Background: an optimization exercise with open tools, aiming at small area. Do not read the settings as production practice. RTL that was checked went through simulation tests only; none was proved equivalent to the original. No functional check of the RTL was part of run 2. Power is estimated from default activity; no workload was simulated.

==> design.v <==
package mem_rs_pkg;
    typedef logic [31:0] word_t;
    typedef logic [5:0]  preg_t;
    typedef logic [3:0]  rob_idx_t;
    typedef logic [3:0]  byte_mask_t;
    typedef logic [2:0]  funct3_t;
    typedef logic [6:0]  opcode_t;
    localparam opcode_t OP_LOAD  = 7'b0000011;
    localparam opcode_t OP_STORE = 7'b0100011;
endpackage
`timescale 1ns/1ps
module mem_rs #(
    parameter int LD_DEPTH = 8,
    parameter int ST_DEPTH = 8
) (
    input  logic                    clk,
    input  logic                    rst,
    input  logic                    flush,
    input  logic                    disp_valid,
    input  mem_rs_pkg::opcode_t     disp_opcode,
    input  mem_rs_pkg::funct3_t     disp_funct3,
    input  mem_rs_pkg::rob_idx_t    disp_rob_idx,
    input  mem_rs_pkg::preg_t       disp_pd,
    input  mem_rs_pkg::preg_t       disp_ps1,
    input  logic                    disp_ps1_ready,
    input  mem_rs_pkg::word_t       disp_ps1_v,
    input  mem_rs_pkg::preg_t       disp_ps2,
    input  logic                    disp_ps2_ready,
    input  mem_rs_pkg::word_t       disp_ps2_v,
    input  mem_rs_pkg::word_t       disp_imm,
    input  mem_rs_pkg::rob_idx_t    rob_head_idx,
    input  logic                    cdb_valid,
    input  mem_rs_pkg::preg_t       cdb_tag,
    input  mem_rs_pkg::word_t       cdb_value,
    input  logic                    funit_ready,
    output logic                    ld_full,
    output logic                    st_full,
    output logic                    issue_valid,
    output logic                    issue_is_store,
    output mem_rs_pkg::rob_idx_t    issue_rob_idx,
    output mem_rs_pkg::preg_t       issue_pd,
    output mem_rs_pkg::word_t       issue_addr,
    output mem_rs_pkg::byte_mask_t  issue_rmask,
    output mem_rs_pkg::word_t       issue_wdata
);
    localparam int LD = LD_DEPTH;
    localparam int ST = ST_DEPTH;
    localparam int IW = $clog2(ST_DEPTH);
    function automatic logic [31:0] radd(input logic [31:0] a, input logic [31:0] b);
        logic c;
        c = 1'b0;
        for (int k = 0; k < 32; k++) begin
            radd[k] = a[k] ^ b[k] ^ c;
            c       = (a[k] & b[k]) | (c & (a[k] ^ b[k]));
        end
    endfunction
    logic [LD-1:0]          l_busy;
    logic [LD-1:0][1:0]     l_cls;      
    logic [LD-1:0][3:0]     l_rob;
    logic [LD-1:0][5:0]     l_pd;
    logic [LD-1:0][5:0]     l_tag;
    logic [LD-1:0]          l_rdy;
    logic [LD-1:0][31:0]    l_val;
    logic [LD-1:0][ST-1:0]  l_dep;
    logic [LD-1:0][LD-1:0]  l_old;      
    logic [ST-1:0]          s_vld;
    logic [ST-1:0][3:0]     s_rob;
    logic [ST-1:0][5:0]     s_pd;
    logic [ST-1:0][5:0]     s_tag1;
    logic [ST-1:0]          s_rdy1;
    logic [ST-1:0][31:0]    s_val1;
    logic [ST-1:0][5:0]     s_tag2;
    logic [ST-1:0]          s_rdy2;
    logic [ST-1:0][31:0]    s_val2;
    logic [IW-1:0]          s_head;
    logic [IW-1:0]          s_tail;
    logic        clr;
    logic        d_wake1, d_wake2, d_rdy1;
    logic [31:0] d_base, d_val;
    logic [1:0]  d_cls;
    logic        ld_alloc, st_push;
    logic [LD-1:0] alloc;
    assign clr     = rst | flush;
    assign d_wake1 = cdb_valid && disp_ps1 == cdb_tag;
    assign d_wake2 = cdb_valid && disp_ps2 == cdb_tag;
    assign d_rdy1  = disp_ps1_ready | d_wake1;
    assign d_base  = disp_ps1_ready ? disp_ps1_v : (cdb_value & {32{d_wake1}});
    assign d_val   = radd(disp_imm, d_base);
    always_comb begin
        case (disp_funct3)
            3'b000, 3'b100: d_cls = 2'd1;
            3'b001, 3'b101: d_cls = 2'd2;
            3'b010:         d_cls = 2'd3;
            default:        d_cls = 2'd0;
        endcase
    end
    assign ld_full  = &l_busy;
    assign st_full  = &s_vld;
    assign ld_alloc = disp_valid && disp_opcode == mem_rs_pkg::OP_LOAD && !ld_full;
    assign st_push  = disp_valid && disp_opcode == mem_rs_pkg::OP_STORE && !st_full;
    always_comb begin
        logic found;
        found = 1'b0;
        alloc = '0;
        for (int i = 0; i < LD; i++) begin
            if (!l_busy[i] && !found) begin
                alloc[i] = ld_alloc;
                found    = 1'b1;
            end
        end
    end
    logic [LD-1:0] l_wake;
    logic [ST-1:0] s_wake1, s_wake2;
    always_comb begin
        for (int i = 0; i < LD; i++)
            l_wake[i] = cdb_valid && !l_rdy[i] && l_tag[i] == cdb_tag;
        for (int j = 0; j < ST; j++) begin
            s_wake1[j] = cdb_valid && !s_rdy1[j] && s_tag1[j] == cdb_tag;
            s_wake2[j] = cdb_valid && !s_rdy2[j] && s_tag2[j] == cdb_tag;
        end
    end
    logic [LD-1:0] elig, oldest, grant;
    logic          st_win, ld_win;
    logic [ST-1:0] pop;
    always_comb begin
        for (int i = 0; i < LD; i++) begin
            logic blk;
            blk = 1'b0;
            for (int j = 0; j < ST; j++) begin
                if (l_dep[i][j] && (!s_rdy1[j] || s_val1[j][31:2] == l_val[i][31:2]))
                    blk = 1'b1;
            end
            elig[i] = l_busy[i] && l_rdy[i] && !blk;
        end
        for (int i = 0; i < LD; i++) begin
            logic older_elig;
            older_elig = 1'b0;
            for (int j = 0; j < LD; j++) begin
                if (j < i && elig[j] && l_old[j][i])  older_elig = 1'b1;
                if (j > i && elig[j] && !l_old[i][j]) older_elig = 1'b1;
            end
            oldest[i] = elig[i] && !older_elig;
        end
    end
    assign st_win = funit_ready && s_vld[s_head] && s_rdy1[s_head] && s_rdy2[s_head]
                    && s_rob[s_head] == rob_head_idx;
    assign ld_win = funit_ready && !st_win && |elig;
    assign grant  = ld_win ? oldest : '0;
    assign pop    = st_win ? (ST'(1) << s_head) : '0;
    logic [3:0]  sel_rob;
    logic [5:0]  sel_pd;
    logic [31:0] sel_addr;
    logic [1:0]  sel_cls;
    always_comb begin
        sel_rob  = '0;
        sel_pd   = '0;
        sel_addr = '0;
        sel_cls  = '0;
        for (int i = 0; i < LD; i++) begin
            if (oldest[i]) begin
                sel_rob  = sel_rob  | l_rob[i];
                sel_pd   = sel_pd   | l_pd[i];
                sel_addr = sel_addr | l_val[i];
                sel_cls  = sel_cls  | l_cls[i];
            end
        end
    end
    assign issue_valid    = st_win || ld_win;
    assign issue_is_store = st_win;
    assign issue_rob_idx  = st_win ? s_rob[s_head]  : sel_rob;
    assign issue_pd       = st_win ? s_pd[s_head]   : sel_pd;
    assign issue_addr     = st_win ? s_val1[s_head] : sel_addr;
    assign issue_wdata    = s_val2[s_head];
    always_comb begin
        case (sel_cls)
            2'd1:    issue_rmask = 4'b0001 << sel_addr[1:0];
            2'd2:    issue_rmask = 4'b0011 << sel_addr[1:0];
            2'd3:    issue_rmask = 4'b1111;
            default: issue_rmask = 4'b0000;
        endcase
        if (st_win) issue_rmask = 4'b0000;
    end
    always_ff @(posedge clk) begin
        for (int i = 0; i < LD; i++) begin
            if (clr)           l_busy[i] <= 1'b0;
            else if (alloc[i]) l_busy[i] <= 1'b1;
            else if (grant[i]) l_busy[i] <= 1'b0;
            if (alloc[i]) begin
                l_cls[i] <= d_cls;
                l_rob[i] <= disp_rob_idx;
                l_pd[i]  <= disp_pd;
                l_tag[i] <= disp_ps1;
                l_rdy[i] <= d_rdy1;
                l_val[i] <= d_val;
                l_dep[i] <= s_vld & ~pop;
            end else begin
                if (l_wake[i]) l_rdy[i] <= 1'b1;
                l_val[i] <= radd(l_val[i], cdb_value & {32{l_wake[i]}});
                l_dep[i] <= l_dep[i] & ~pop;
            end
            for (int j = i + 1; j < LD; j++) begin
                if (alloc[i])      l_old[i][j] <= 1'b0;
                else if (alloc[j]) l_old[i][j] <= 1'b1;
            end
        end
    end
    always_ff @(posedge clk) begin
        if (clr) begin
            s_vld  <= '0;
            s_head <= '0;
            s_tail <= '0;
        end else begin
            if (st_win) begin
                s_vld[s_head] <= 1'b0;
                s_head        <= s_head + 1'b1;
            end
            if (st_push) begin
                s_vld[s_tail] <= 1'b1;
                s_tail        <= s_tail + 1'b1;
            end
        end
        for (int j = 0; j < ST; j++) begin
            if (st_push && s_tail == IW'(j)) begin
                s_rob[j]  <= disp_rob_idx;
                s_pd[j]   <= disp_pd;
                s_tag1[j] <= disp_ps1;
                s_rdy1[j] <= d_rdy1;
                s_val1[j] <= d_val;
                s_tag2[j] <= disp_ps2;
                s_rdy2[j] <= disp_ps2_ready | d_wake2;
                s_val2[j] <= disp_ps2_ready ? disp_ps2_v : cdb_value;
            end else begin
                if (s_wake1[j]) s_rdy1[j] <= 1'b1;
                s_val1[j] <= radd(s_val1[j], cdb_value & {32{s_wake1[j]}});
                if (s_wake2[j]) begin
                    s_rdy2[j] <= 1'b1;
                    s_val2[j] <= cdb_value;
                end
            end
        end
    end
endmodule
==> run.sh <==
#!/bin/bash
# synth_recipe.tcl (not shown) runs the flow's synth.tcl, then flattens the netlist and writes it again
# the make line also repeats each setting of config.mk as NAME=value (left out here)
make -C /OpenROAD-flow-scripts/flow DESIGN_CONFIG=/design/flow/config.mk WORK_HOME=/design/flow/orfs CLKGATE_MAP_FILE= SYNTH_SCRIPT=/design/flow/synth_recipe.tcl finish
==> config.mk <==
export PLATFORM = sky130hd
export DESIGN_NAME = mem_rs
export DESIGN_NICKNAME = mem_rs
export VERILOG_FILES = /design/flow/design.v
export SDC_FILE = /design/flow/constraint.sdc
export NUM_CORES = 4
export LEC_CHECK = 0
export CAP_MARGIN = 40
export CORE_MARGIN = 2
export CORE_UTILIZATION = 40
export SLEW_MARGIN = 40
==> constraint.sdc <==
create_clock -name core_clock -period 30.0 [get_ports {clk}]
set_input_delay 6.0000 -clock core_clock [delete_from_list [all_inputs] [get_ports {clk}]]
set_output_delay 6.0000 -clock core_clock [all_outputs]
set_load 0.01 [all_outputs]
==> results.json, run 1 <==
{
  "finalSetupViolCount": 0,
  "wl_per_cell_um": 49.1,
  "outcome": "no timing/DRC/antenna violations",
  "synthXorXnorAreaFrac_pct": 20.6,
  "cts_tree": "done",
  "drive_above_1_share_pct": 13.2,
  "synthAdderAreaFrac_pct": 11.9,
  "post_cts_buffers": 0,
  "final_area_mm2": 0.102,
  "netlist_instances": 9066,
  "synth_area_mm2": 0.0899,
  "clockBufferDepth": 3,
  "fin_util_pct": 45.6,
  "hold_depth": 2,
  "worstSetupStartpointType": "input pin",
  "ant_nets": 0,
  "antenna_found_initial": 103,
  "routabilityCongestion": 1.21,
  "grt_pass1_vias": 75784,
  "synth_nets": 9793,
  "yosysSeqAreaShare_pct": 34.0,
  "p_leak_nw": 38.7,
  "die_x_um": 478,
  "grt_pass1_wl_mm": 772,
  "max-vdd-ir-drop_uv": 74.1,
  "wirelength_mm": 602,
  "fp.coreArea_mm2": 0.224,
  "crit_slowest_cell": "clkdlybuf4s50_1",
  "crit_start": "disp_ps1[2]",
  "synth-async-reset-ratio_pct": 0,
  "grt_usage_pct": 51.7,
  "die_area_mm2": 0.229,
  "avgSynthCellArea_um2": 9.91,
  "synthSimpleGateAreaFrac_pct": 11.9,
  "register_area_mm2": 0.0308,
  "yosysWarnings": 1,
  "r2r-start": "s_rdy1[1]",
  "multi_input_area_mm2": 0.0536,
  "layout.nets": 9821,
  "critPathMostFrequentCell": "fa_1",
  "placement_rows": 174,
  "worst_pin_slew_ps": 1100,
  "critPathKind": "input pin to register",
  "nFillCells": 21010,
  "synthMuxAreaShare_pct": 9.17,
  "finalCriticalPeriod_ps": 22270,
  "holdCritPathClass": "register to register",
  "root_buffer": "clkbuf_16",
  "post-route-drc-count": 0,
  "via_per_inst": 6.73,
  "grt-ovfl-total": 0,
  "power_density_mw_per_mm2": 118,
  "ys_types": 79,
  "ioPinCount": 260,
  "clock_skew_ps": 117,
  "critPathMaxStageDelay_ps": 920,
  "hpwl_mm": 400,
  "arrival_ps": 23050,
  "numCtsBuffers": 143,
  "die_height_um": 478,
  "synth_top_family_by_area": "XOR/XNOR gates",
  "grt_max_degree": 76,
  "place_area_mm2": 0.0970,
  "synth_edf_count": 600,
  "via_count": 82546,
  "initial_core_util_pct": 40.1,
  "cts_sinks": 1226,
  "path_clk_slew_ps": 60,
  "required_ps": 30770,
  "htreeDepth": 4,
  "endpoint": "l_val[255]",
  "cap_violations": 0,
  "cts_resized": 0,
  "cts_hold_buf": 0,
  "syn_to_final_growth_pct": 13.7,
  "path_max_fanout": 33,
  "maxSlewViolCount": 0,
  "ff2ff_setup_slack_ps": 13050,
  "post-route-period-util_pct": 74.2,
  "insertion_delay_ps": 930,
  "numPortBuffers": 259,
  "synthFlopType": "dfxtp_1",
  "tns_ps": 0,
  "drt_iter0_drc": 14347,
  "hold_viol": 0,
  "rsz0062_at_grt": "false",
  "reg2reg_to": "s_val1[62]",
  "crit_path_end_kind": "register",
  "reg2reg_depth": 40,
  "power_mw": 12.1,
  "slew_headroom_pct": 26.4,
  "synth-seq-cells": 1226,
  "dr.pass1.iters": 9,
  "fmax_mhz": 44.9,
  "synth-compound-area-share_pct": 5.34
}
sequential cells by signal, indices dropped and copies added, names as in the netlist, 16 cells and up:
register and flops:
l_cls 16, l_dep 64, s_val1 256, l_val 256
l_old 28, s_val2 256, s_rob 32, l_pd 48
l_tag 48, l_rob 32, s_tag2 48, s_pd 48
s_tag1 48
critical path: cells and delay by family:
kind	cells	cell delay, ps
adder cells (fa/ha/maj)	31	13080
buffers and inverters	5	1750
XOR/XNOR	3	1050
AND/OR/NAND/NOR	4	760
AO/OA/AOI/OAI	2	300
per-layer routing:
metal	track usage [%]	wire, um
met3	31.9	97400
met1	58.3	208000
met2	68.6	234000
met4	41.2	60800
met5	3.26	1140
worst min path at each step:
stage | from | to | slack [ps]
2_1_floorplan | l_dep[9] | l_dep[9] | 430
3_3_place_gp | l_dep[9] | l_dep[9] | 440
3_5_place_dp | l_dep[9] | l_dep[9] | 450
4_1_cts | l_dep[9] | l_dep[9] | 450
5_1_grt | l_dep[9] | l_dep[9] | 470
6_report | l_dep[9] | l_dep[9] | 460
placed cells by master, fill, tap and decap left out, types with 10 or more instances in the layout:
master / count
a21oi_1: 138
a221oi_1: 55
a22o_1: 31
a22oi_1: 100
a41oi_1: 30
and2_1: 37
and3_1: 44
buf_2: 10
buf_4: 549
buf_6: 15
clkbuf_1: 42
clkbuf_16: 145
clkdlybuf4s50_1: 248
clkinv_1: 14
clkinv_16: 10
clkinv_2: 19
dfxtp_1: 480
dfxtp_2: 112
dfxtp_4: 34
diode_2: 60
edfxtp_1: 600
fa_1: 499
ha_1: 38
inv_1: 570
mux2i_1: 489
mux4_2: 148
nand2_1: 1241
nand3_1: 72
nand4_1: 411
nor2_1: 106
nor3_1: 14
nor3b_1: 10
nor4_1: 186
nor4_2: 28
o21ai_0: 327
or2_2: 11
xnor2_1: 1581
xor2_1: 531
power by group:
part | switching, mW | total [mW] | internal (mW)
Sequential | 1.10 | 3.23 | 2.13
Combinational | 4.79 | 7.04 | 2.25
Clock | 0.819 | 1.83 | 1.01
final cells by class:
| class | count | share of cell area [%] |
|---|---|---|
| antenna | 60 | 0.147 |
| clock inverter | 63 | 0.833 |
| multi-input combinational | 6310 | 52.4 |
| inverter | 584 | 2.15 |
| clock buffer | 199 | 3.85 |
| timing repair buffer | 829 | 6.80 |
| sequential | 1226 | 30.2 |
| tap | 2992 | 3.66 |
synthesized netlist by cell type (all sizes together), types with 327 or more instances:
library cell	number	area, um^2
xnor2	1584	13900
nand2	1245	4670
dfxtp	626	12500
buf	607	2910
edfxtp	600	18000
inv	580	2180
xor2	531	4650
fa	510	10200
mux2i	489	4890
nand4	412	2580
clkbuf	339	1270
o21ai	327	1640
through the flow:
stage	std cells	worst slack (ps)	hold WS [ps]
2_1_floorplan	9066	8800	432
3_3_place_gp	11919	6800	440
3_5_place_dp	11928	6930	447
4_1_cts	12190	7810	453
5_1_grt	12214	7300	467
6_report	12263	7730	455
kinds of logic after synthesis:
| logic type | Yosys count |
|---|---|
| adder cells (fa/ha/maj) | 549 |
| buffers and inverters | 1530 |
| AO/OA/AOI/OAI | 760 |
| XOR/XNOR | 2115 |
| multiplexers | 638 |
| AND/OR/NAND/NOR | 2248 |
| flip-flops | 1226 |
==> inputs of run 2 (changes only) <==
--- a/design.v
+++ b/design.v
@@ -73,6 +73,6 @@
     logic [ST-1:0]          s_rdy2;
     logic [ST-1:0][31:0]    s_val2;
-    logic [IW-1:0]          s_head;
-    logic [IW-1:0]          s_tail;
+    logic [ST-1:0]          s_head;     
+    logic [ST-1:0]          s_tail;     
     logic        clr;
     logic        d_wake1, d_wake2, d_rdy1;
@@ -143,9 +143,28 @@
         end
     end
-    assign st_win = funit_ready && s_vld[s_head] && s_rdy1[s_head] && s_rdy2[s_head]
-                    && s_rob[s_head] == rob_head_idx;
+    logic [3:0]  h_rob;
+    logic [5:0]  h_pd;
+    logic [31:0] h_val1, h_val2;
+    logic        h_ok;
+    always_comb begin
+        h_rob  = '0;
+        h_pd   = '0;
+        h_val1 = '0;
+        h_val2 = '0;
+        h_ok   = 1'b0;
+        for (int j = 0; j < ST; j++) begin
+            if (s_head[j]) begin
+                h_rob  = h_rob  | s_rob[j];
+                h_pd   = h_pd   | s_pd[j];
+                h_val1 = h_val1 | s_val1[j];
+                h_val2 = h_val2 | s_val2[j];
+                h_ok   = h_ok   | (s_vld[j] & s_rdy1[j] & s_rdy2[j]);
+            end
+        end
+    end
+    assign st_win = funit_ready && h_ok && h_rob == rob_head_idx;
     assign ld_win = funit_ready && !st_win && |elig;
     assign grant  = ld_win ? oldest : '0;
-    assign pop    = st_win ? (ST'(1) << s_head) : '0;
+    assign pop    = st_win ? s_head : '0;
     logic [3:0]  sel_rob;
     logic [5:0]  sel_pd;
@@ -168,8 +187,8 @@
     assign issue_valid    = st_win || ld_win;
     assign issue_is_store = st_win;
-    assign issue_rob_idx  = st_win ? s_rob[s_head]  : sel_rob;
-    assign issue_pd       = st_win ? s_pd[s_head]   : sel_pd;
-    assign issue_addr     = st_win ? s_val1[s_head] : sel_addr;
-    assign issue_wdata    = s_val2[s_head];
+    assign issue_rob_idx  = st_win ? h_rob  : sel_rob;
+    assign issue_pd       = st_win ? h_pd   : sel_pd;
+    assign issue_addr     = st_win ? h_val1 : sel_addr;
+    assign issue_wdata    = h_val2;
     always_comb begin
         case (sel_cls)
@@ -208,18 +227,13 @@
         if (clr) begin
             s_vld  <= '0;
-            s_head <= '0;
-            s_tail <= '0;
+            s_head <= ST'(1);
+            s_tail <= ST'(1);
         end else begin
-            if (st_win) begin
-                s_vld[s_head] <= 1'b0;
-                s_head        <= s_head + 1'b1;
-            end
-            if (st_push) begin
-                s_vld[s_tail] <= 1'b1;
-                s_tail        <= s_tail + 1'b1;
-            end
+            s_vld <= (s_vld & ~pop) | (st_push ? s_tail : '0);
+            if (st_win)  s_head <= {s_head[ST-2:0], s_head[ST-1]};
+            if (st_push) s_tail <= {s_tail[ST-2:0], s_tail[ST-1]};
         end
         for (int j = 0; j < ST; j++) begin
-            if (st_push && s_tail == IW'(j)) begin
+            if (st_push && s_tail[j]) begin
                 s_rob[j]  <= disp_rob_idx;
                 s_pd[j]   <= disp_pd;
--- a/config.mk
+++ b/config.mk
@@ -6,6 +6,8 @@
 export NUM_CORES = 4
 export LEC_CHECK = 0
-export CAP_MARGIN = 40
+export CAP_MARGIN = 20
 export CORE_MARGIN = 2
-export CORE_UTILIZATION = 40
-export SLEW_MARGIN = 40
+export CORE_UTILIZATION = 70
+export CTS_CLUSTER_DIAMETER = 80
+export CTS_CLUSTER_SIZE = 40
+export SLEW_MARGIN = 20
==> run 2 against run 1 <==
The run now fails in 5_1_grt. Synthesized area fell by 1.6%. Synthesized cell count increased by 0.47%.
==> results.json, run 2 <==
{
  "outcome": "aborted with a tool error",
  "failing_step": "5_1_grt",
  "tool.error": "[ERROR GRT-0116] Global routing finished with congestion. Check the congestion regions in the DRC Viewer.",
  "numPortBuffers": 259,
  "htreeDepth": 2,
  "clockBufferDepth": 3,
  "die_height_um": 359,
  "grt_pass1_vias": 99271,
  "avgSynthCellArea_um2": 9.71,
  "synthTopCellsByArea": "edfxtp_1 (20%), xnor2_1 (18%), dfxtp_1 (14%)",
  "netlist_instances": 9109,
  "yosysSeqAreaShare_pct": 34.8,
  "ioPinCount": 260,
  "synth_most_common_cell": "xnor2_1",
  "grt_max_degree": 71,
  "hpwl_mm": 342,
  "synth_area_mm2": 0.0884,
  "yosysTopAreaCellShare_pct": 20.4,
  "placed_cells": 10577,
  "cts_resized": 0,
  "cts_hold_buf": 0,
  "ys_types": 69,
  "synth_nets": 9817,
  "grt_usage_pct": 91.1,
  "placement_rows": 130,
  "synth-async-reset-ratio_pct": 0,
  "grt_pass1_wl_mm": 841,
  "pre_cts_ws_ps": 6870,
  "synth_commonest_cells": "xnor2_1 (1807), nand2_1 (773), dfxtp_1 (636)",
  "synth-seq-cells": 1236,
  "yosysTopAreaCell": "edfxtp_1",
  "routabilityCongestion": 1.40,
  "initial_core_util_pct": 70.4,
  "die_x_um": 359,
  "synthFlopType": "dfxtp_1",
  "synth_edf_count": 600,
  "post_cts_buffers": 0,
  "root_buffer": "clkbuf_16",
  "cts_sinks": 1236,
  "numCtsBuffers": 57,
  "grt-ovfl-total": 1650,
  "yosysWarnings": 1
}
-- run 2: changes by cell type after synthesis, moves of 38 or more --
cell and delta:
a21oi_1 +276, a22o_1 +60, a22oi_1 +238, buf_1 -57
clkbuf_1 +84, mux4_2 -148, nand2_1 -472, nand4_1 +106
nor2_1 +297, nor4_1 -38, o21ai_0 -263, xnor2_1 +223
xor2_1 -235
-- run 2: cells by family after synthesis --
kind of cell | after synthesis | share of synthesized area, %
compound gates | 1080 | 8.06
xor+xnor | 2103 | 20.8
fa+ha+maj | 530 | 11.8
buf+inv | 1526 | 7.16
flops | 1236 | 34.8
mux | 485 | 5.50
simple gates | 2149 | 11.9
-- run 2: routing by layer --
| layer | overflow | GRT usage (%) |
|---|---|---|
| met5 | 31 | 68.6 |
| met4 | 525 | 87.6 |
| met3 | 239 | 84.5 |
| met2 | 701 | 98.7 |
| met1 | 154 | 92.2 |
-- run 2: power by group through the flow --
stage | combinational (mW) | sequential (mW) | clock [mW]
after floorplan | 4.04 | 2.19 | 0
after global placement | 5.85 | 2.82 | 0
after detailed placement | 6.02 | 2.84 | 0
after CTS | 6.09 | 2.82 | 1.08
-- run 2: metrics by stage --
step | power, mW | area (um^2) | util (%) | hold slack, ps
3_5_place_dp | 8.86 | 93100 | 74.1 | 467
2_1_floorplan | 6.23 | 88400 | - | 434
3_3_place_gp | 8.67 | 93100 | 74.1 | 448
4_1_cts | 9.99 | 95300 | 75.9 | 524
-- run 2: worst max path at each step --
stage                      from          end  slack, ps  cells after the start
CTS                 disp_ps1[2]   l_val[191]       7340                     44
detailed placement  disp_ps1[0]   l_val[255]       6870                     44
global placement    disp_ps1[2]    l_val[63]       6970                     44
floorplan            cdb_tag[1]  s_val1[223]       8870                     44
==> inputs of run 3 (changes only) <==
--- a/design.v
+++ b/design.v
@@ -52,5 +52,5 @@
         for (int k = 0; k < 32; k++) begin
             radd[k] = a[k] ^ b[k] ^ c;
-            c       = (a[k] & b[k]) | (c & (a[k] ^ b[k]));
+            c       = (a[k] & b[k]) | (a[k] & c) | (b[k] & c);
         end
     endfunction
@@ -70,5 +70,4 @@
     logic [ST-1:0]          s_rdy1;
     logic [ST-1:0][31:0]    s_val1;
-    logic [ST-1:0][5:0]     s_tag2;
     logic [ST-1:0]          s_rdy2;
     logic [ST-1:0][31:0]    s_val2;
@@ -112,4 +111,6 @@
     logic [LD-1:0] l_wake;
     logic [ST-1:0] s_wake1, s_wake2;
+    logic [ST-1:0] s_push;
+    assign s_push = st_push ? s_tail : '0;
     always_comb begin
         for (int i = 0; i < LD; i++)
@@ -117,5 +118,5 @@
         for (int j = 0; j < ST; j++) begin
             s_wake1[j] = cdb_valid && !s_rdy1[j] && s_tag1[j] == cdb_tag;
-            s_wake2[j] = cdb_valid && !s_rdy2[j] && s_tag2[j] == cdb_tag;
+            s_wake2[j] = cdb_valid && !s_rdy2[j] && s_val2[j][5:0] == cdb_tag;
         end
     end
@@ -211,11 +212,11 @@
                 l_tag[i] <= disp_ps1;
                 l_rdy[i] <= d_rdy1;
-                l_val[i] <= d_val;
                 l_dep[i] <= s_vld & ~pop;
             end else begin
                 if (l_wake[i]) l_rdy[i] <= 1'b1;
-                l_val[i] <= radd(l_val[i], cdb_value & {32{l_wake[i]}});
                 l_dep[i] <= l_dep[i] & ~pop;
             end
+            l_val[i] <= radd(l_val[i] & {32{!alloc[i]}},
+                             (d_val & {32{alloc[i]}}) | (cdb_value & {32{l_wake[i] && !alloc[i]}}));
             for (int j = i + 1; j < LD; j++) begin
                 if (alloc[i])      l_old[i][j] <= 1'b0;
@@ -235,16 +236,15 @@
         end
         for (int j = 0; j < ST; j++) begin
-            if (st_push && s_tail[j]) begin
+            s_val1[j] <= radd(s_val1[j] & {32{!s_push[j]}},
+                              (d_val & {32{s_push[j]}}) | (cdb_value & {32{s_wake1[j] && !s_push[j]}}));
+            if (s_push[j]) begin
                 s_rob[j]  <= disp_rob_idx;
                 s_pd[j]   <= disp_pd;
                 s_tag1[j] <= disp_ps1;
                 s_rdy1[j] <= d_rdy1;
-                s_val1[j] <= d_val;
-                s_tag2[j] <= disp_ps2;
                 s_rdy2[j] <= disp_ps2_ready | d_wake2;
-                s_val2[j] <= disp_ps2_ready ? disp_ps2_v : cdb_value;
+                s_val2[j] <= disp_ps2_ready ? disp_ps2_v : d_wake2 ? cdb_value : {26'd0, disp_ps2};
             end else begin
                 if (s_wake1[j]) s_rdy1[j] <= 1'b1;
-                s_val1[j] <= radd(s_val1[j], cdb_value & {32{s_wake1[j]}});
                 if (s_wake2[j]) begin
                     s_rdy2[j] <= 1'b1;
==> config.mk (replaced) <==
export PLATFORM = sky130hd
export DESIGN_NAME = mem_rs
export DESIGN_NICKNAME = mem_rs
export VERILOG_FILES = /design/flow/design.v
export SDC_FILE = /design/flow/constraint.sdc
export NUM_CORES = 4
export LEC_CHECK = 0
export CAP_MARGIN = 40
export CORE_MARGIN = 2
export CORE_UTILIZATION = 40
export SLEW_MARGIN = 40
==> run 3 against run 2 <==
The run now finishes clean. Synthesized area fell by 1.7%. Synthesized cell count rose by 1.1%.
==> results.json, run 3 <==
{
  "cts_tree": "done",
  "grt-ovfl-total": 0,
  "root_buffer": "clkbuf_16",
  "grt_pass1_wl_mm": 759,
  "place_area_mm2": 0.0930,
  "cap_violations": 0,
  "synthXorXnorAreaFrac_pct": 21.3,
  "dr.pass1.iters": 13,
  "holdCritPathClass": "register to register",
  "synth_edf_count": 552,
  "initial_core_util_pct": 40.2,
  "layout.nets": 9780,
  "pre_cts_ws_ps": 5580,
  "switching_share_pct": 47.7,
  "netlist_instances": 9206,
  "max-vdd-ir-drop_uv": 66.1,
  "switchingPower_mw": 3.60,
  "final_area_mm2": 0.0982,
  "placement_rows": 171,
  "critPathMostFrequentCell": "fa_1",
  "slew_headroom_pct": 27.8,
  "clockPowerShare_pct": 23.2,
  "largestRegisters": "l_val x256, s_val1 x256, s_val2 x256",
  "ioPinCount": 260,
  "synth_most_common_cell": "xnor2_1",
  "post-route-drc-count": 0,
  "multi_input_area_mm2": 0.0532,
  "maxSlewViolCount": 0,
  "numPortBuffers": 259,
  "fmax_mhz": 42.5,
  "nFillCells": 20527,
  "via_count": 85339,
  "synth_nets": 9914,
  "p_comb_share_pct": 44.8,
  "post-route-period-util_pct": 78.4,
  "synth-seq-cells": 1188,
  "yosysTopAreaCell": "edfxtp_1",
  "grt_max_degree": 100,
  "arrival_ps": 24230,
  "ant_nets": 0,
  "wl_per_cell_um": 48.7,
  "avgSynthCellArea_um2": 9.45,
  "layout_commonest_cell": "xnor2_1",
  "hpwl_mm": 393,
  "register_area_mm2": 0.0296,
  "die_area_mm2": 0.221,
  "crit_slowest_cell": "buf_4",
  "synthAdderAreaFrac_pct": 12.0,
  "wirelength_mm": 590,
  "synth-async-reset-ratio_pct": 0,
  "die_height_um": 470,
  "path_max_fanout": 93,
  "final_cell_mix": "xnor2_1 (1750), o21ai_0 (726), nand2_1 (686)",
  "synth_top_family_by_area": "XOR/XNOR gates",
  "cts_resized": 0,
  "power_mw": 7.56,
  "outcome": "no timing/DRC/antenna violations",
  "htreeDepth": 4,
  "yosysSeqAreaShare_pct": 33.7,
  "routabilityCongestion": 1.21,
  "power_density_mw_per_mm2": 77.0,
  "post_cts_buffers": 0,
  "grt_usage_pct": 52.0,
  "tns_ps": 0,
  "synth_area_mm2": 0.0870,
  "synth_commonest_cells": "xnor2_1 (1755), o21ai_0 (726), nand2_1 (694)",
  "grt_pass1_vias": 76344,
  "via_per_inst": 7.05,
  "worstSetupStartpointType": "input pin",
  "syn_to_final_growth_pct": 12.9,
  "clockBufferDepth": 3,
  "synthTopCellsByArea": "edfxtp_1 (19%), xnor2_1 (18%), dfxtp_1 (15%)",
  "finalCriticalPeriod_ps": 23510,
  "antenna_found_initial": 78,
  "placed_cells": 11770,
  "fp.coreArea_mm2": 0.217,
  "insertion_delay_ps": 870,
  "finalNonFillerCells": 12098,
  "die_x_um": 470,
  "drt_iter0_drc": 15945,
  "crit_path_end_kind": "register",
  "intPower_mw": 3.95,
  "setup_slack_ps": 6490,
  "synthSimpleGateAreaFrac_pct": 16.3,
  "p_leak_nw": 34.6,
  "synth-compound-area-share_pct": 10.7,
  "finalSetupViolCount": 0,
  "required_ps": 30730,
  "critPathMaxStageDelay_ps": 820,
  "synthFlopType": "dfxtp_1",
  "yosysTopAreaCellShare_pct": 19.1,
  "ys_types": 65,
  "hold_viol": 0,
  "path_clk_slew_ps": 60,
  "p_seq_share_pct": 32.1,
  "yosysWarnings": 1,
  "critPathKind": "input pin to register",
  "numCtsBuffers": 136,
  "rsz0062_at_grt": "false",
  "drive_above_1_share_pct": 11.8,
  "worst_pin_slew_ps": 1080,
  "fin_util_pct": 45.3,
  "cts_hold_buf": 0,
  "cts_sinks": 1188,
  "synthMuxAreaShare_pct": 0.132,
  "clock_skew_ps": 41.2,
  "fin_hold_ws_ps": 481
}
run 3: final cells by class:
class | count | share of cell area [%]
Clock inverter | 61 | 0.807
Timing Repair Buffer | 800 | 6.88
Sequential cell | 1188 | 30.2
Multi-Input combinational cell | 6872 | 54.2
Clock buffer | 189 | 3.84
Antenna cell | 60 | 0.153
Inverter | 74 | 0.293
Tap cell | 2854 | 3.64
run 3: power groups by stage:
stage          sequential (mW)  combinational [mW]  clock [mW]
2_1_floorplan             1.91                1.92           0
3_3_place_gp              2.37                3.00           0
3_5_place_dp              2.37                3.04           0
4_1_cts                   2.34                3.05        1.75
5_1_grt                   2.37                3.33        1.81
6_report                  2.42                3.38        1.75
run 3: cell families after synthesis:
group | count (synthesis)
buf+inv | 1146
xor+xnor | 2114
compound gates | 1511
fa+ha+maj | 530
mux | 11
flops | 1188
simple gates | 2706
run 3: layer usage:
metal / share of wire, % / global-route usage (%) / up-vias
met4: 10 / 41.3 / 62
met5: 0.36 / 6.42 / -
met2: 38 / 68.0 / 8658
li1: - / - / 31378
met3: 17 / 32.5 / 2831
met1: 34 / 58.9 / 42410
run 3: worst paths after layout:
check / start / end / slack [ps] / cells after the start
worst max register to register: s_vld[0] / s_val1[63] / 10720 / 41
worst min register to register: l_old[14] / l_old[14] / 480 / 2
worst max-delay path: disp_opcode[4] / s_val1[63] / 6490 / 42
worst min-delay path: l_old[14] / l_old[14] / 480 / 2
run 3: critical path: cells and delay by family:
family / cells / cell delay (ps)
fa+ha+maj: 31 / 14680
simple gates: 7 / 1670
buf+inv: 3 / 1620
xor+xnor: 1 / 140
==> inputs of run 4 (changes only) <==
==> flow/run.sh (new file) <==
#!/bin/bash
# Standard layout with these changes: synthesis buffers are removed before
# global placement (which is not timing driven), ports get the smallest buffer
# cell, and clock tree synthesis adds no dummy loads.
export PRE_GLOBAL_PLACE_TCL="$(pwd)/flow/remove_buffers.tcl"
export BUFFER_PORTS_ARGS="-buffer_cell sky130_fd_sc_hd__buf_1"
export CTS_ARGS="-sink_clustering_enable -repair_clock_nets -dont_use_dummy_load -sink_clustering_size 30 -sink_clustering_max_diameter 60"
cp standard.sh standard_sh.log
bash standard.sh > standard.log 2>&1
==> flow/remove_buffers.tcl (new file) <==
# drop the buffers synthesis inserted; repair_design adds back only those the
# slew and capacitance limits need
remove_buffers
==> standard.sh (new file) <==
#!/bin/bash
# synth_recipe.tcl (not shown) runs the flow's synth.tcl, then flattens the netlist and writes it again
# the make line also repeats each setting of config.mk as NAME=value (left out here)
make -C /OpenROAD-flow-scripts/flow DESIGN_CONFIG=/design/flow/config.mk WORK_HOME=/design/flow/orfs CLKGATE_MAP_FILE= SYNTH_SCRIPT=/design/flow/synth_recipe.tcl "${@:-finish}"
--- a/config.mk
+++ b/config.mk
@@ -9,3 +9,6 @@
 export CORE_MARGIN = 2
 export CORE_UTILIZATION = 40
+export CTS_CLUSTER_DIAMETER = 60
+export CTS_CLUSTER_SIZE = 30
+export GPL_TIMING_DRIVEN = 0
 export SLEW_MARGIN = 40
removed: run.sh
==> run 4 against run 3 <==
Highest routed layer unchanged. Maximum frequency shrank 0.56%. Total power shrank 6.8%. Sequential share of layout area rose by 0.60 points. Synthesized cell count did not move. Largest power group is now registers. Clock power decreased by 29%. First-iteration DRC count fell by 9.7%. Still clean on timing, DRC and antenna. Worst setup slack worse by 130 ps. Global-route usage is 1.5 points higher. Critical endpoint is now l_val[159]. Final area down 0.26%. Routed wire length rose by 2.4%. Non-clock buffer count is 53 lower.
==> results.json, run 4 <==
{
  "antenna_found_initial": 60,
  "grt_max_degree": 69,
  "wirelength_mm": 604,
  "cts_resized": 0,
  "drive_above_1_share_pct": 14.3,
  "nFillCells": 20571,
  "clockBufferDepth": 3,
  "synth_most_common_cell": "xnor2_1",
  "final_area_mm2": 0.0979,
  "synthMuxAreaShare_pct": 0.132,
  "worst_pin_slew_ps": 1050,
  "switchingPower_mw": 3.40,
  "grt_pass1_wl_mm": 775,
  "syn_to_final_growth_pct": 12.6,
  "root_buffer": "clkbuf_16",
  "p_seq_share_pct": 49.1,
  "outcome": "no timing/DRC/antenna violations",
  "synth_top_family_by_area": "XOR/XNOR gates",
  "tns_ps": 0,
  "htreeDepth": 3,
  "synthFlopType": "dfxtp_1",
  "crit_path_end_kind": "register",
  "post_cts_buffers": 0,
  "synthXorXnorAreaFrac_pct": 21.3,
  "avgSynthCellArea_um2": 9.45,
  "placement_rows": 171,
  "hold_viol": 0,
  "cts_sinks": 1188,
  "p_leak_nw": 34.3,
  "required_ps": 30620,
  "cts_tree": "done",
  "synth-compound-area-share_pct": 10.7,
  "die_height_um": 470,
  "max-vdd-ir-drop_uv": 49.4,
  "clock_skew_ps": 127,
  "die_x_um": 470,
  "post-route-drc-count": 0,
  "final_cell_mix": "xnor2_1 (1754), o21ai_0 (726), nand2_1 (686)",
  "finalSetupViolCount": 0,
  "synth_edf_count": 552,
  "hold_depth": 2,
  "maxSlewViolCount": 0,
  "power_density_mw_per_mm2": 71.9,
  "critPathMostFrequentCell": "fa_1",
  "hold_end": "l_old[1]",
  "routabilityCongestion": 1.14,
  "rsz0062_at_grt": "false",
  "clockPowerShare_pct": 17.7,
  "cts_hold_buf": 0,
  "intPower_mw": 3.64,
  "dr.pass1.iters": 12,
  "yosysTopAreaCell": "edfxtp_1",
  "hp-start": "l_old[1]",
  "synthAdderAreaFrac_pct": 12.0,
  "synth_commonest_cells": "xnor2_1 (1755), o21ai_0 (726), nand2_1 (694)",
  "hpwl_mm": 432,
  "slew_headroom_pct": 29.8,
  "yosysSeqAreaShare_pct": 33.7,
  "netlist_instances": 9206,
  "numCtsBuffers": 107,
  "synth_nets": 9914,
  "ant_nets": 0,
  "holdCritPathClass": "register to register",
  "place_area_mm2": 0.0950,
  "post-route-period-util_pct": 78.8,
  "switching_share_pct": 48.4,
  "ff2ff_setup_slack_ps": 10900,
  "drt_iter0_drc": 14400,
  "grt-ovfl-total": 0,
  "wl_per_cell_um": 50.8,
  "ioPinCount": 260,
  "synth-async-reset-ratio_pct": 0,
  "cap_violations": 0,
  "largestRegisters": "l_val x256, s_val1 x256, s_val2 x256",
  "via_count": 82559,
  "yosysWarnings": 1,
  "grt_usage_pct": 53.4,
  "initial_core_util_pct": 40.2,
  "worstSetupStartpointType": "input pin",
  "synth_area_mm2": 0.0870,
  "synth-seq-cells": 1188,
  "fp.coreArea_mm2": 0.217,
  "r2r-start": "s_vld[1]",
  "critPathMaxStageDelay_ps": 720,
  "synthSimpleGateAreaFrac_pct": 16.3,
  "path_clk_slew_ps": 50,
  "die_area_mm2": 0.221,
  "reg2reg_to": "s_val1[191]",
  "layout.nets": 9698,
  "fin_util_pct": 45.2,
  "layout_commonest_cell": "xnor2_1",
  "synthTopCellsByArea": "edfxtp_1 (19%), xnor2_1 (18%), dfxtp_1 (15%)",
  "insertion_delay_ps": 850,
  "crit_slowest_cell": "fa_2",
  "reg2reg_depth": 41,
  "via_per_inst": 6.95,
  "yosysTopAreaCellShare_pct": 19.1,
  "numPortBuffers": 259,
  "critPathKind": "input pin to register",
  "p_comb_share_pct": 33.1,
  "grt_pass1_vias": 76177,
  "finalCriticalPeriod_ps": 23640,
  "ys_types": 65,
  "arrival_ps": 24250,
  "path_max_fanout": 17,
  "fmax_mhz": 42.3
}
-- run 4: worst max-delay path by stage --
stage / startpoint / end / slack [ps] / depth (start not counted)
CTS: disp_ps1[1] / l_val[127] / 6600 / 42
detailed placement: disp_ps1[1] / l_val[127] / 5820 / 42
global placement: cdb_tag[2] / s_val1[223] / -1080 / 42
finish: disp_ps1[5] / l_val[159] / 6360 / 40
global route: disp_ps1[5] / l_val[159] / 5980 / 40
floorplan: cdb_tag[1] / s_val1[223] / 7520 / 44
-- run 4: per-stage QoR --
stage               cells  hold slack (ps)  setup WS (ps)  total power, mW
CTS                 11838              472           6600             6.73
finish              11886              471           6360             7.04
global route        11844              498           5980             7.03
global placement    11247              444          -1080             5.24
floorplan            9206              432           7520             3.83
detailed placement  11731              463           5820             5.51
-- run 4: per-layer routing --
layer / share of wire, % / wire length (um) / global-route usage, % / up-vias
li1: - / - / - / 31114
met3: 15 / 90000 / 25.8 / 2177
met5: 0.15 / 915 / 1.36 / -
met1: 35 / 213000 / 63.2 / 41738
met4: 10 / 61200 / 42.4 / 44
met2: 39 / 238000 / 73.2 / 7486
-- run 4: cells by family (layout without fill, tap and decap cells) --
group,Yosys count,in the layout
buf+inv,1146,928
other cells,0,44
flops,1188,1188
compound gates,1511,1511
xor+xnor,2114,2114
simple gates,2706,2706
mux,11,11
fa+ha+maj,530,530
-- run 4: final cells by class --
cell class,instances,area [um^2],area share [%]
Multi-Input combinational cell,6872,53200,54.3
Sequential cell,1188,30100,30.8
Timing Repair Buffer,747,7920,8.09
Tap cell,2854,3570,3.65
Clock buffer,107,2680,2.73
Inverter,74,310,0.317
Antenna cell,44,110,0.112
-- run 4: power groups by stage --
stage / Clock (mW) / Combinational [mW] / Sequential [mW]
final: 1.25 / 2.33 / 3.46
after global routing: 1.30 / 2.43 / 3.29
after CTS: 1.24 / 2.22 / 3.27
after detailed placement: 0 / 2.21 / 3.30
after global placement: 0 / 1.71 / 3.53
after floorplan: 0 / 1.92 / 1.91
-- run 4: critical path, delay by kind of cell --
family	cells	cell delay, ps
simple gates	2	630
xor+xnor	2	370
compound gates	2	520
fa+ha+maj	32	15800
buf+inv	2	860
==> inputs of run 5 (changes only) <==
--- a/config.mk
+++ b/config.mk
@@ -6,9 +6,10 @@
 export NUM_CORES = 4
 export LEC_CHECK = 0
-export CAP_MARGIN = 40
+export CAP_MARGIN = 25
 export CORE_MARGIN = 2
-export CORE_UTILIZATION = 40
+export CORE_UTILIZATION = 45
 export CTS_CLUSTER_DIAMETER = 60
 export CTS_CLUSTER_SIZE = 30
 export GPL_TIMING_DRIVEN = 0
-export SLEW_MARGIN = 40
+export PLACE_DENSITY = 0.8
+export SLEW_MARGIN = 25
==> run 5 against run 4 <==
Largest power group unchanged. Critical path depth is 2 higher. Flip-flop and latch count stayed put. Maximum frequency is 0.52% lower. Still clean on timing, DRC and antenna. Synthesized cell count stayed put. Register-to-register slack worse by 260 ps. Largest cell class unchanged. Via count is 6.2% higher.
==> results.json, run 5 <==
{
  "drt_iter0_drc": 18356,
  "grt_pass1_vias": 79510,
  "cts_hold_buf": 0,
  "finalNonFillerCells": 11494,
  "endpoint": "l_val[159]",
  "finalSetupViolCount": 0,
  "yosysTopAreaCellShare_pct": 19.1,
  "yosysWarnings": 1,
  "clockBufferDepth": 3,
  "via_count": 87670,
  "ys_types": 65,
  "synth_area_mm2": 0.0870,
  "insertion_delay_ps": 860,
  "holdCritPathClass": "register to register",
  "yosysTopAreaCell": "edfxtp_1",
  "max-vdd-ir-drop_uv": 50.1,
  "pre_cts_ws_ps": 5640,
  "ant_nets": 0,
  "antenna_found_initial": 64,
  "post-route-period-util_pct": 79.2,
  "clock_skew_ps": 140,
  "die_height_um": 444,
  "synth-async-reset-ratio_pct": 0,
  "critPathMostFrequentCell": "fa_1",
  "grt-ovfl-total": 0,
  "final_area_mm2": 0.0966,
  "maxSlewViolCount": 0,
  "placed_cells": 11334,
  "syn_to_final_growth_pct": 11.1,
  "grt_max_degree": 87,
  "critPathMaxStageDelay_ps": 730,
  "path_clk_slew_ps": 80,
  "synth_nets": 9914,
  "worst_pin_slew_ps": 1360,
  "fp.coreArea_mm2": 0.192,
  "r2r-start": "s_vld[7]",
  "hold_viol": 0,
  "final_cell_mix": "xnor2_1 (1753), o21ai_0 (726), nand2_1 (686)",
  "synth_edf_count": 552,
  "fin_hold_ws_ps": 472,
  "reg2reg_depth": 40,
  "routabilityCongestion": 1.17,
  "crit_slowest_cell": "buf_1",
  "synth-seq-cells": 1188,
  "ioPinCount": 260,
  "layout_commonest_cell": "xnor2_1",
  "numPortBuffers": 259,
  "cts_tree": "done",
  "via_per_inst": 7.63,
  "dr.pass1.iters": 17,
  "setup_slack_ps": 6240,
  "layout.nets": 9618,
  "slew_headroom_pct": 8.94,
  "netlist_instances": 9206,
  "p_leak_nw": 33.7,
  "avgSynthCellArea_um2": 9.45,
  "fmax_mhz": 42.1,
  "required_ps": 30680,
  "drive_above_1_share_pct": 11.9,
  "largestRegisters": "l_val x256, s_val1 x256, s_val2 x256",
  "post-route-drc-count": 0,
  "power_density_mw_per_mm2": 72.5,
  "synthTopCellsByArea": "edfxtp_1 (19%), xnor2_1 (18%), dfxtp_1 (15%)",
  "initial_core_util_pct": 45.2,
  "power_mw": 7.01,
  "path_max_fanout": 17,
  "finalCriticalPeriod_ps": 23760,
  "tns_ps": 0,
  "cts_sinks": 1188,
  "outcome": "no timing/DRC/antenna violations",
  "placement_rows": 161,
  "numCtsBuffers": 93,
  "post_cts_buffers": 0,
  "rsz0062_at_grt": "false",
  "wirelength_mm": 584,
  "grt_pass1_wl_mm": 756,
  "die_x_um": 444,
  "reg2reg_to": "s_val1[223]",
  "critPathKind": "input pin to register",
  "crit_start": "disp_ps1[2]",
  "cts_resized": 0,
  "place_area_mm2": 0.0939,
  "grt_usage_pct": 57.9,
  "arrival_ps": 24440,
  "synth_commonest_cells": "xnor2_1 (1755), o21ai_0 (726), nand2_1 (694)",
  "synth_most_common_cell": "xnor2_1",
  "wl_per_cell_um": 50.8,
  "yosysSeqAreaShare_pct": 33.7,
  "hpwl_mm": 406,
  "fin_util_pct": 50.2,
  "crit_path_end_kind": "register",
  "root_buffer": "clkbuf_16",
  "ff2ff_setup_slack_ps": 10640,
  "worstSetupStartpointType": "input pin",
  "synthFlopType": "dfxtp_1",
  "cap_violations": 0,
  "htreeDepth": 3,
  "die_area_mm2": 0.197
}
run 5: report_power, final:
group	internal, mW	switching, mW
Sequential	1.87	1.48
Combinational	1.16	1.34
Clock	0.543	0.607
run 5: area by class of cell:
| cell class | count | area (um^2) |
|---|---|---|
| Antenna cell | 60 | 150 |
| Clock buffer | 93 | 2330 |
| Fill cell | 16969 | 95600 |
| Inverter | 74 | 300 |
| Multi-Input combinational cell | 6872 | 53100 |
| Sequential cell | 1188 | 29800 |
| Tap cell | 2526 | 3160 |
| Timing Repair Buffer | 681 | 7710 |
run 5: how the worst min path moves through the flow:
stage / start / to / cells after the start
floorplan: l_dep[27] / l_dep[27] / 2
global placement: s_tail[6] / s_tail[6] / 2
detailed placement: l_old[14] / l_old[14] / 2
CTS: l_dep[60] / l_dep[60] / 2
global route: l_dep[60] / l_dep[60] / 2
finish: l_dep[60] / l_dep[60] / 2
run 5: cell families after synthesis:
family,after synthesis,share of synthesized area [%]
AO/OA/AOI/OAI,1511,10.7
XOR/XNOR,2114,21.3
adder cells (fa/ha/maj),530,12.0
buffers and inverters,1146,5.79
flip-flops,1188,33.7
multiplexers,11,0.132
AND/OR/NAND/NOR,2706,16.3
run 5: worst max-delay path: cells and delay by family:
kind	cells	cell delay [ps]
buffers and inverters	3	1220
AND/OR/NAND/NOR	3	400
AO/OA/AOI/OAI	2	570
XOR/XNOR	2	400
adder cells (fa/ha/maj)	32	15770
run 5: layer usage:
metal  global-route usage, %  vias to the layer above  share of wire [%]
li1                        -                    30964                  -
met1                    62.8                    42778                 32
met2                    74.0                    10328                 37
met3                    40.1                     3523                 19
met4                    50.0                       77                 12
met5                    12.1                        -               0.54

[separate check: timing with driven ports]
The results above use ideal ports. As a check the final layouts listed here were re-extracted and re-timed, cells and wires unchanged. Step 1 sets driving cells, clkbuf_16 on the clock port and buf_2 on the other inputs (assumed; they add their load-dependent delay and slew). Step 2 moves the port delays by t, midway between the first and last clock arrival at a register: inputs arrive t later, outputs are due t later. That takes back most of the time a late clock gives input paths. a / b / c = no drivers / after step 1 / after step 2; a / b = the first two.
run	t, ns	setup WS [ns]	worst setup path after step 2	latest minus earliest clock arrival (ns)	worst register clock-pin slew, ns
run 1	0.980	7.726 / 7.812 / 6.831	input to register	0.117 / 0.117	0.09 / 0.09
run 3	0.951	6.495 / 6.576 / 5.626	input to register	0.042 / 0.041	0.09 / 0.09
run 4	0.891	6.362 / 6.442 / 5.551	input to register	0.141 / 0.142	0.09 / 0.09
run 5	0.895	6.239 / 6.309 / 5.414	input to register	0.145 / 0.145	0.11 / 0.11
After both steps setup and hold are still met in every run listed. The setup slack of run 1, which loses most, moves by +0.086 ns with the drivers and by -0.895 ns with both steps.
